This is an optimization exercise on Yosys and OpenROAD, whose aim is small area and a short achievable clock period, not a production implementation. Only simulation tests tie the RTL to the original design; equivalence was not proved. No activity file was given, so power comes from the tool's default toggle rates.

==> inputs of run a <==
Design array_multiplier, start of the top module:
module array_multiplier (
	input  logic                     clk,
	input  logic                     reset,
	input  logic                     in_valid,
	input  mult_sizes_pkg::operand_t x,
	input  mult_sizes_pkg::operand_t y,
	output logic                     product_valid,
	output mult_sizes_pkg::product_t product
);
	logic r325;
	logic r326;
	logic r327;
	logic r330;
	logic r331;
	logic r348;
	logic r349;
	logic r350;
	logic r371;
	logic r372;
	logic r373;
	logic r396;
	logic r397;
	logic r398;
	logic r421;
	logic r422;
	logic r423;
	logic r426;
	logic r427;
	logic r452;
	logic r453;
	logic r454;
	logic r457;
	logic r484;
	logic r485;
	logic r486;
	logic r489;
	logic r516;
	logic r517;
	logic r518;
	logic r521;
	logic r546;
	logic r547;
	logic r548;
	logic r551;
	logic r552;
	logic r575;
	logic r576;
	logic r577;
	logic r580;
	logic r581;
	logic r604;
	logic r605;
	logic r606;
	logic r627;
	logic r628;
	logic r629;
	logic r632;
	logic r649;
	logic r650;
	logic r651;
	logic r654;
	logic r669;
	logic r670;
	logic r671;
	logic r674;
	logic r689;
	logic r690;
	logic r703;
	logic r704;
	logic r705;
	logic r716;
	logic r717;
	logic r718;
	logic r727;
	logic r728;
	logic r729;
	logic r759;
	logic r760;
	logic r799;
	logic r802;
	logic r803;
	logic r817;
	logic r818;
	logic r819;
	logic r821;
	logic r843;
	logic r844;
	logic r851;
	logic r855;
	logic r877;
	logic r878;
	logic r885;
	logic r886;
	logic r888;
	logic r930;
	logic r931;
	logic r932;
	logic r935;
	logic r936;
	logic r939;
	logic r940;
	logic r943;
	logic r944;
	logic r947;
	logic r948;
	logic r951;
	logic r952;
	logic r955;
	logic r956;
	logic r959;
	logic r960;
	logic r961;
	logic r964;
	logic r965;
	logic r968;
	logic r969;
	logic r972;
	logic r973;
	logic r976;
	logic r977;
	logic r980;
	logic r981;
	logic r984;
	logic r985;
	logic r988;
	logic r991;
	logic r993;
	logic r995;
	logic r998;
	logic r1001;
	logic r1004;
	logic r1007;
	logic r1010;
	logic r1020;
	logic r1032;
	logic r1034;
  ...
export LEC_CHECK = 0
export CAP_MARGIN = 20
export CORE_MARGIN = 2
export CORE_UTILIZATION = 40
export SLEW_MARGIN = 20
export SYNTH_HIERARCHICAL = 1
create_clock -name core_clock -period 6.0 [get_ports {clk}]
standard.sh (not shown) runs the stock make flow with config.mk's settings and CLKGATE_MAP_FILE= SYNTH_SCRIPT=/design/flow/synth_recipe.tcl, a recipe that flattens the netlist after the stock synthesis.
==> flow/flow/run.sh <==
#!/bin/bash
# Layout flow: the standard ORFS flow (standard.sh, unchanged synthesis),
# with smaller port buffers and a clock tree built from clkbuf_8 without
# dummy loads. Each tool's output goes to a log file in this folder.
set -euo pipefail
export BUFFER_PORTS_ARGS="-buffer_cell sky130_fd_sc_hd__buf_1"
export CTS_ARGS="-sink_clustering_enable -repair_clock_nets -buf_list sky130_fd_sc_hd__clkbuf_8 -dont_use_dummy_load"
bash standard.sh finish > flow_make.log 2>&1
==> inputs of run b, as changes to run a <==
--- a/flow/config.mk
+++ b/flow/config.mk
@@ -8,5 +8,6 @@
 export CAP_MARGIN = 20
 export CORE_MARGIN = 2
 export CORE_UTILIZATION = 40
+export SETUP_SLACK_MARGIN = 2.6
 export SLEW_MARGIN = 20
 export SYNTH_HIERARCHICAL = 1
==> inputs of run c, as changes to run a <==
--- a/flow/config.mk
+++ b/flow/config.mk
@@ -8,5 +8,6 @@
 export CAP_MARGIN = 20
 export CORE_MARGIN = 2
 export CORE_UTILIZATION = 40
+export SETUP_SLACK_MARGIN = 3.0
 export SLEW_MARGIN = 20
 export SYNTH_HIERARCHICAL = 1
==> comparison table <==
metric	run b	run c	run a
Layout Skew	0.04461 ns	0.06026 ns	0.03616 ns
Vias	6,141	6,192	6,096
Number of cells after detailed placement	1,195	1,204	1,193
Non-filler cells in the finished layout	1,212	1,248	1,210
FF-to-FF setup slack	2.84 ns	3.11 ns	2.80 ns
Highest clock rate	298.8 MHz	332.7 MHz	267.0 MHz
Wirelength, routed	22.13 mm	22.60 mm	21.45 mm
WHS Endpoint	product[5]	product[5]	product[0]
Unrepaired setup endpoints after global routing	yes	yes	no
Total met2 wirelength after detailed routing	10.65 mm	10.73 mm	10.06 mm
Number of violations reported at the end of detailed-routing iteration 0	454	314	381
Outcome	no timing/DRC/antenna violations	no timing/DRC/antenna violations	no timing/DRC/antenna violations
Latest clock arrival within the worst-skew pair	0.47 ns	0.48 ns	0.45 ns
Total power	0.005714 W	0.006045 W	0.005593 W
Layout clock area frac	0.02182	0.02015	0.02226
Number of nets in the finished design	1,150	1,186	1,148
Number of vias per cell	5.067	4.962	5.038
Cell leakage power	3.964 nW	4.306 nW	3.854 nW
Max incr delay on CP	0.54 ns	0.53 ns	0.71 ns
Layout cell share with drive strength beyond 1	0.07770	0.2435	0.02822
Via count of the first global-routing pass	6,631	6,719	6,590
Min setup slack post-route	2.653 ns	2.994 ns	2.255 ns
Gate power share	0.593	0.613	0.586
Cell repeated most along the worst path	sky130_fd_sc_hd__fa_1	sky130_fd_sc_hd__fa_2	sky130_fd_sc_hd__fa_1

========
==> inputs of run G <==
Another version of the RTL of array_multiplier (not shown whole).
// array_multiplier
module array_multiplier (
	input  logic                     clk,
	input  logic                     reset,
	input  logic                     in_valid,
	input  mult_sizes_pkg::operand_t x,
	input  mult_sizes_pkg::operand_t y,
	output logic                     product_valid,
	output mult_sizes_pkg::product_t product
);
	logic r866;
	logic r867;
	logic r868;
	logic r869;
	logic r870;
	logic r871;
	logic r872;
	logic r873;
	logic r874;
	logic r875;
	logic r876;
	logic r877;
	logic r878;
	logic r879;
	logic r880;
	logic r881;
	logic r882;
	logic r883;
	logic r884;
	logic r885;
	logic r886;
	logic r887;
	logic r888;
	logic r889;
	logic r890;
	logic r891;
	logic r892;
	logic r893;
	logic r894;
	logic r895;
	logic r896;
	logic r897;
	logic r898;
	logic r899;
	logic r900;
	logic r901;
	logic r902;
	logic r903;
	logic r904;
	logic r905;
	logic r906;
	logic r907;
	logic r908;
	logic r909;
	logic r910;
	logic r911;
	logic r912;
	logic r913;
	logic r914;
	logic r915;
	logic r916;
	logic r917;
	logic r918;
	logic r919;
	logic r920;
	logic r921;
	logic r922;
	logic r923;
	logic r924;
	logic r925;
	logic r926;
	logic r927;
	logic r928;
	logic r929;
	logic r930;
	logic r931;
	logic r932;
	logic r933;
	logic r934;
	logic r935;
	logic r936;
	logic r937;
	logic r938;
	logic r939;
	logic r940;
	logic r941;
	logic r942;
	logic r943;
	logic r944;
	logic r945;
	logic r946;
	logic r947;
	logic r948;
	logic r949;
	logic r950;
	logic r951;
	logic r952;
	logic r953;
	logic r954;
	logic r955;
	logic r956;
	logic r957;
	logic r958;
	logic r959;
	logic r960;
	logic r961;
	logic r962;
	logic r963;
	logic r964;
  ...
==> flow/config.mk <==
export PLATFORM = sky130hd
export DESIGN_NAME = array_multiplier
export DESIGN_NICKNAME = array_multiplier
export VERILOG_FILES = /design/flow/design.v
export SDC_FILE = /design/flow/constraint.sdc
export NUM_CORES = 4
export LEC_CHECK = 0
export CAP_MARGIN = 20
export CORE_MARGIN = 2
export CORE_UTILIZATION = 40
export SETUP_SLACK_MARGIN = 2.85
export SLEW_MARGIN = 20
export SYNTH_HIERARCHICAL = 1
==> flow/constraint.sdc <==
create_clock -name core_clock -period 6.0 [get_ports {clk}]
set_input_delay 1.2000 -clock core_clock [delete_from_list [all_inputs] [get_ports {clk}]]
set_output_delay 1.2000 -clock core_clock [all_outputs]
set_load 0.01 [all_outputs]
Scripts as last shown in full above: flow/flow/run.sh
==> run D (differences from run G) <==
Settings changed: SETUP_SLACK_MARGIN 2.85 to 2.8.
==> comparison table <==
Outcome: run D no timing/DRC/antenna violations; run G no timing/DRC/antenna violations
ClkCell Share: run D 0.0233; run G 0.0232
Part of the total power dissipated in the clock network: run D 0.112; run G 0.110
Proportion of layout cells with a drive suffix above 1: run D 0.181; run G 0.198
Number of global-route vias before repair: run D 6185; run G 6212
Met1 track demand over resource: run D 0.255; run G 0.247
Wire length on met3: run D 1.57 mm; run G 1.30 mm
Instance area at placement: run D 9660 um2; run G 9690 um2
Final GP Congestion: run D 0.842; run G 0.811
Synthesis-to-finish area growth: run D 11.0%; run G 11.7%
Routed wl met2: run D 9.33 mm; run G 9.57 mm
Data arrival time of the critical path: run D 3.46 ns; run G 3.45 ns
Utilization of the core after routing: run D 0.455; run G 0.458
Power density over the cells: run D 484 nW/um2; run G 484 nW/um2
Reg power frac: run D 0.305; run G 0.303
Peak Freq: run D 316 MHz; run G 319 MHz
Non-clock buffer contribution to total cell area: run D 0.0387; run G 0.0410
Worst setup timing slack at the placement stage: run D 1.81 ns; run G 1.83 ns
Launch point of the critical path: run D x[0]; run G y[12]
Final min period: run D 3.16 ns; run G 3.14 ns

========
==> 06-24 <==
array_multiplier, a different RTL version from the one above (not shown whole).
==> flow/config.mk <==
export PLATFORM = sky130hd
export DESIGN_NAME = array_multiplier
export DESIGN_NICKNAME = array_multiplier
export VERILOG_FILES = /design/flow/design.v
export SDC_FILE = /design/flow/constraint.sdc
export NUM_CORES = 4
export LEC_CHECK = 0
export CAP_MARGIN = 20
export CORE_MARGIN = 2
export CORE_UTILIZATION = 55
export PLACE_DENSITY = 0.7
export SETUP_SLACK_MARGIN = 3.7
export SLEW_MARGIN = 20
export SYNTH_HIERARCHICAL = 1
==> flow/constraint.sdc <==
create_clock -name core_clock -period 6.0 [get_ports {clk}]
set_input_delay 1.2000 -clock core_clock [delete_from_list [all_inputs] [get_ports {clk}]]
set_output_delay 1.2000 -clock core_clock [all_outputs]
set_load 0.01 [all_outputs]
==> flow/flow/run.sh <==
#!/bin/bash
# Layout flow: the standard ORFS flow (standard.sh, unchanged synthesis),
# with smaller port buffers and a clock tree built from clkbuf_8 without
# dummy loads. Each tool's output goes to a log file in this folder.
set -euo pipefail
export BUFFER_PORTS_ARGS="-buffer_cell sky130_fd_sc_hd__buf_1"
export CTS_ARGS="-sink_clustering_enable -repair_clock_nets -sink_clustering_size 12 -sink_clustering_max_diameter 60 -buf_list sky130_fd_sc_hd__clkbuf_8 -dont_use_dummy_load"
bash standard.sh finish > flow_make.log 2>&1
==> 10-14 (differences from 06-24) <==
Settings changed: CORE_UTILIZATION 55 to 70, PLACE_DENSITY 0.7 to 0.85.
==> 04-21 (differences from 06-24) <==
Settings changed: CORE_UTILIZATION 55 to 40, PLACE_DENSITY 0.7 to unset, SETUP_SLACK_MARGIN 3.7 to 3.75.
==> summary.txt <==
Status
  – Outcome: no timing/DRC/antenna violations

Layout
  – Clock-cell share: 0.0282
  – Sequential cell area share: 0.367
  – Final nets: 1,229

Route
  – Top Layer Used: met5

CTS
  – Clock Latency Late Sink: 560 ps
  – CTS Buf Count: 25

Worst setup path
  – Reg2reg end: r947

Floorplanning
  – Die H: 168 um

Power
  – Combinational power: 2.19 mW

Place
  – Routability congestion estimate from global placement: 0.860
  – Post-DP HPWL: 15,700 um

Hold path
  – HP Start: r1043
That was 04-21.
==> summary.txt <==
Route
  – Top Layer Used: met4

CTS
  – CTS Buf Count: 22
  – Clock Latency Late Sink: 540 ps

Layout
  – Final nets: 1,205
  – Clock-cell share: 0.0258
  – Sequential cell area share: 0.380

Power
  – Combinational power: 2.26 mW

Place
  – Routability congestion estimate from global placement: 0.931

Worst setup path
  – Reg2reg end: r949

Hold path
  – HP Start: r1040

Floorplanning
  – Die H: 128 um

Status
  – Outcome: no timing/DRC/antenna violations
That was 10-14.
==> summary.txt <==
Power
  – Clock power frac: 0.152
  – Combinational power: 2.14 mW
  – Net switching power figure: 1.79 mW

Route
  – Top Layer Used: met4
  – Routed met3 length: 2630 um

Status
  – Outcome: no timing/DRC/antenna violations

Synth
  – Simple-gate share of the synthesized area: 0.109
  – Most frequent cells after synthesis: 258 x nand2_1, 217 x dfxtp_1, 195 x fa_1, 52 x clkbuf_1, 45 x xnor2_1

Worst setup path
  – Reg2reg end: r920

Place
  – Routability congestion estimate from global placement: 0.925
  – Post-DP HPWL: 15,200 um

CTS
  – Clock Latency Late Sink: 530 ps

Hold path
  – Hold path cells: 0

Layout
  – Final nets: 1,203
  – Sequential cell area share: 0.379
  – Clock-cell share: 0.0269
That was 06-24.

========
==> wip/fjord: inputs <==
array_multiplier with an RTL version that a note above also has.
Settings: LEC_CHECK=0, CAP_MARGIN=20, CORE_MARGIN=2, CORE_UTILIZATION=40, SETUP_SLACK_MARGIN=3.0, SLEW_MARGIN=20, SYNTH_HIERARCHICAL=1; clock period 6.0 ns.
run.sh (not shown) runs the stock make flow with config.mk's settings and CLKGATE_MAP_FILE= SYNTH_SCRIPT=/design/flow/synth_recipe.tcl, a recipe that flattens the netlist after the stock synthesis.
Stock flow here: none of the scripts above is used.
==> wip/garnet: changes against wip/fjord <==
==> flow/flow/run.sh (new file) <==
#!/bin/bash
# Layout flow: the standard ORFS flow (standard.sh, unchanged synthesis),
# with smaller port buffers and a clock tree built from clkbuf_8 without
# dummy loads. Each tool's output goes to a log file in this folder.
set -euo pipefail
export BUFFER_PORTS_ARGS="-buffer_cell sky130_fd_sc_hd__buf_1"
export CTS_ARGS="-sink_clustering_enable -repair_clock_nets -buf_list sky130_fd_sc_hd__clkbuf_8 -dont_use_dummy_load"
bash standard.sh finish > flow_make.log 2>&1
==> flow/standard.sh (new file) <==
#!/bin/bash
# synth_recipe.tcl (not shown) runs the flow's synth.tcl, then flattens the netlist and writes it again
# the make line also repeats each setting of config.mk as NAME=value (left out here)
make -C /OpenROAD-flow-scripts/flow DESIGN_CONFIG=/design/flow/config.mk WORK_HOME=/design/flow/orfs CLKGATE_MAP_FILE= SYNTH_SCRIPT=/design/flow/synth_recipe.tcl "${@:-finish}"
--- a/flow/config.mk
+++ b/flow/config.mk
@@ -8,6 +8,6 @@
 export CAP_MARGIN = 20
 export CORE_MARGIN = 2
 export CORE_UTILIZATION = 40
-export SETUP_SLACK_MARGIN = 3.0
+export SETUP_SLACK_MARGIN = 2.8
 export SLEW_MARGIN = 20
 export SYNTH_HIERARCHICAL = 1
removed: flow/run.sh
==> notes <==
Synthesized cell count is the same in wip/fjord and wip/garnet.
Against wip/garnet, the clock power of wip/fjord is larger by 97%.
In die area, wip/garnet and wip/fjord do not differ.
In wip/fjord the fmax is higher than in wip/garnet, by about 8%.
Sequential power is about the same in wip/garnet and wip/fjord.
Between wip/garnet and wip/fjord, the lower hold slack is in wip/fjord (gap 6.5 ps).

========
==> inputs of run A <==
Another version of the RTL of array_multiplier (not shown whole).
// array_multiplier
module array_multiplier (
	input  logic                     clk,
	input  logic                     reset,
	input  logic                     in_valid,
	input  mult_sizes_pkg::operand_t x,
	input  mult_sizes_pkg::operand_t y,
	output logic                     product_valid,
	output mult_sizes_pkg::product_t product
);
Settings: LEC_CHECK=0, CAP_MARGIN=20, CORE_MARGIN=2, CORE_UTILIZATION=55, PLACE_DENSITY=0.7, SETUP_SLACK_MARGIN=3.7, SLEW_MARGIN=20, SYNTH_HIERARCHICAL=1; clock period 6.0 ns.
standard.sh (not shown) runs the stock make flow with config.mk's settings and CLKGATE_MAP_FILE= SYNTH_SCRIPT=/design/flow/synth_recipe.tcl, a recipe that flattens the netlist after the stock synthesis.
==> flow/flow/run.sh <==
#!/bin/bash
# Layout flow: the standard ORFS flow (standard.sh, unchanged synthesis),
# with smaller port buffers and a clock tree built from clkbuf_8 without
# dummy loads. Each tool's output goes to a log file in this folder.
set -euo pipefail
export BUFFER_PORTS_ARGS="-buffer_cell sky130_fd_sc_hd__buf_1"
export CTS_ARGS="-sink_clustering_enable -repair_clock_nets -sink_clustering_size 12 -sink_clustering_max_diameter 60 -buf_list sky130_fd_sc_hd__clkbuf_8 -dont_use_dummy_load"
bash standard.sh finish > flow_make.log 2>&1
==> run C (differences from run A) <==
SETUP_SLACK_MARGIN = 3.74   (was 3.7)
==> run P (differences from run A) <==
==> flow/flow/run.sh (replaced) <==
#!/bin/bash
# Layout flow: the standard ORFS flow (standard.sh, unchanged synthesis),
# with smaller port buffers and a clock tree built from clkbuf_8 without
# dummy loads. Each tool's output goes to a log file in this folder.
set -euo pipefail
export BUFFER_PORTS_ARGS="-buffer_cell sky130_fd_sc_hd__buf_1"
export CTS_ARGS="-sink_clustering_enable -repair_clock_nets -sink_clustering_size 15 -sink_clustering_max_diameter 80 -buf_list sky130_fd_sc_hd__clkbuf_8 -dont_use_dummy_load"
bash standard.sh finish > flow_make.log 2>&1
SETUP_SLACK_MARGIN = 3.72   (was 3.7)
==> comparison table <==
metric	run C	run A	run P
Status	complete, no violations	complete, no violations	complete, no violations
Setup bufs post-CTS	1	0	1
Endpoint of the worst register-to-register path	r933$_DFF_P_	r912$_DFF_P_	r969$_DFF_P_
Via density per instance	5.281	5.286	5.247
Layout-stage area growth over the synthesis result	9.282%	7.695%	7.845%
Number of antenna cells inserted	0	0	1
Final Net Count	1196	1181	1184
Non-clock buffer count in the final layout	86	71	78
Sequential share of power	0.437	0.441	0.444
Power Density	442.1 nW/um^2	445.4 nW/um^2	440.0 nW/um^2
Count of buffer and inverter cells on the critical path	0	0	1
Internal portion of total power	3.433 mW	3.407 mW	3.370 mW
Part of the cycle the worst path needs	0.3768	0.3791	0.3742
Min setup slack post-route	3.739 ns	3.725 ns	3.755 ns
Metal-1 WL	9.175 mm	8.679 mm	8.711 mm

## what the ideal ports hide
Ports are ideal in the flow. The routed layouts listed here were re-timed in OpenROAD. Step 1: set_driving_cell puts a clkbuf_16 on clk and a buf_2 on each other input, an assumption about the parent block. Step 2 adds t to the input delays and takes it off the output delays; t is the mean of the earliest and latest rising clock arrival at the registers after step 1. Input paths then give back, and output paths get back, about the clock's delay inside the block. Slacks: ideal / step 1 / step 2; pairs: ideal / step 1.
run | shift t [ns] | slack for setup (ns) | worst data-port slew with drivers (ns)
run a of note 1 | 0.471 | 2.255 / 2.271 / 1.800 | 0.03
run b of note 1 | 0.489 | 2.653 / 2.673 / 2.184 | 0.06
run c of note 1 | 0.490 | 2.994 / 2.995 / 2.506 | 0.06
run G | 0.467 | 2.864 / 2.877 / 2.410 | 0.05
run D | 0.471 | 2.835 / 2.850 / 2.380 | 0.04
06-24 | 0.555 | 3.748 / 3.729 / 3.748 | 0.03
10-14 | 0.560 | 3.722 / 3.711 / 3.722 | 0.04
04-21 | 0.577 | 3.728 / 3.720 / 3.728 | 0.04
wip/fjord | 0.471 | 3.020 / 3.009 / 2.554 | 0.06
wip/garnet | 0.471 | 2.782 / 2.802 / 2.331 | 0.04
run A of note 5 | 0.554 | 3.725 / 3.725 / 3.725 | 0.04
run C of note 5 | 0.561 | 3.739 / 3.739 / 3.739 | 0.04
run P of note 5 | 0.544 | 3.755 / 3.755 / 3.755 | 0.04
After both steps every run listed still meets setup and hold. For run c of note 1, which loses most, drivers alone change the setup slack by +0.001 ns; drivers and shift together by -0.488 ns.
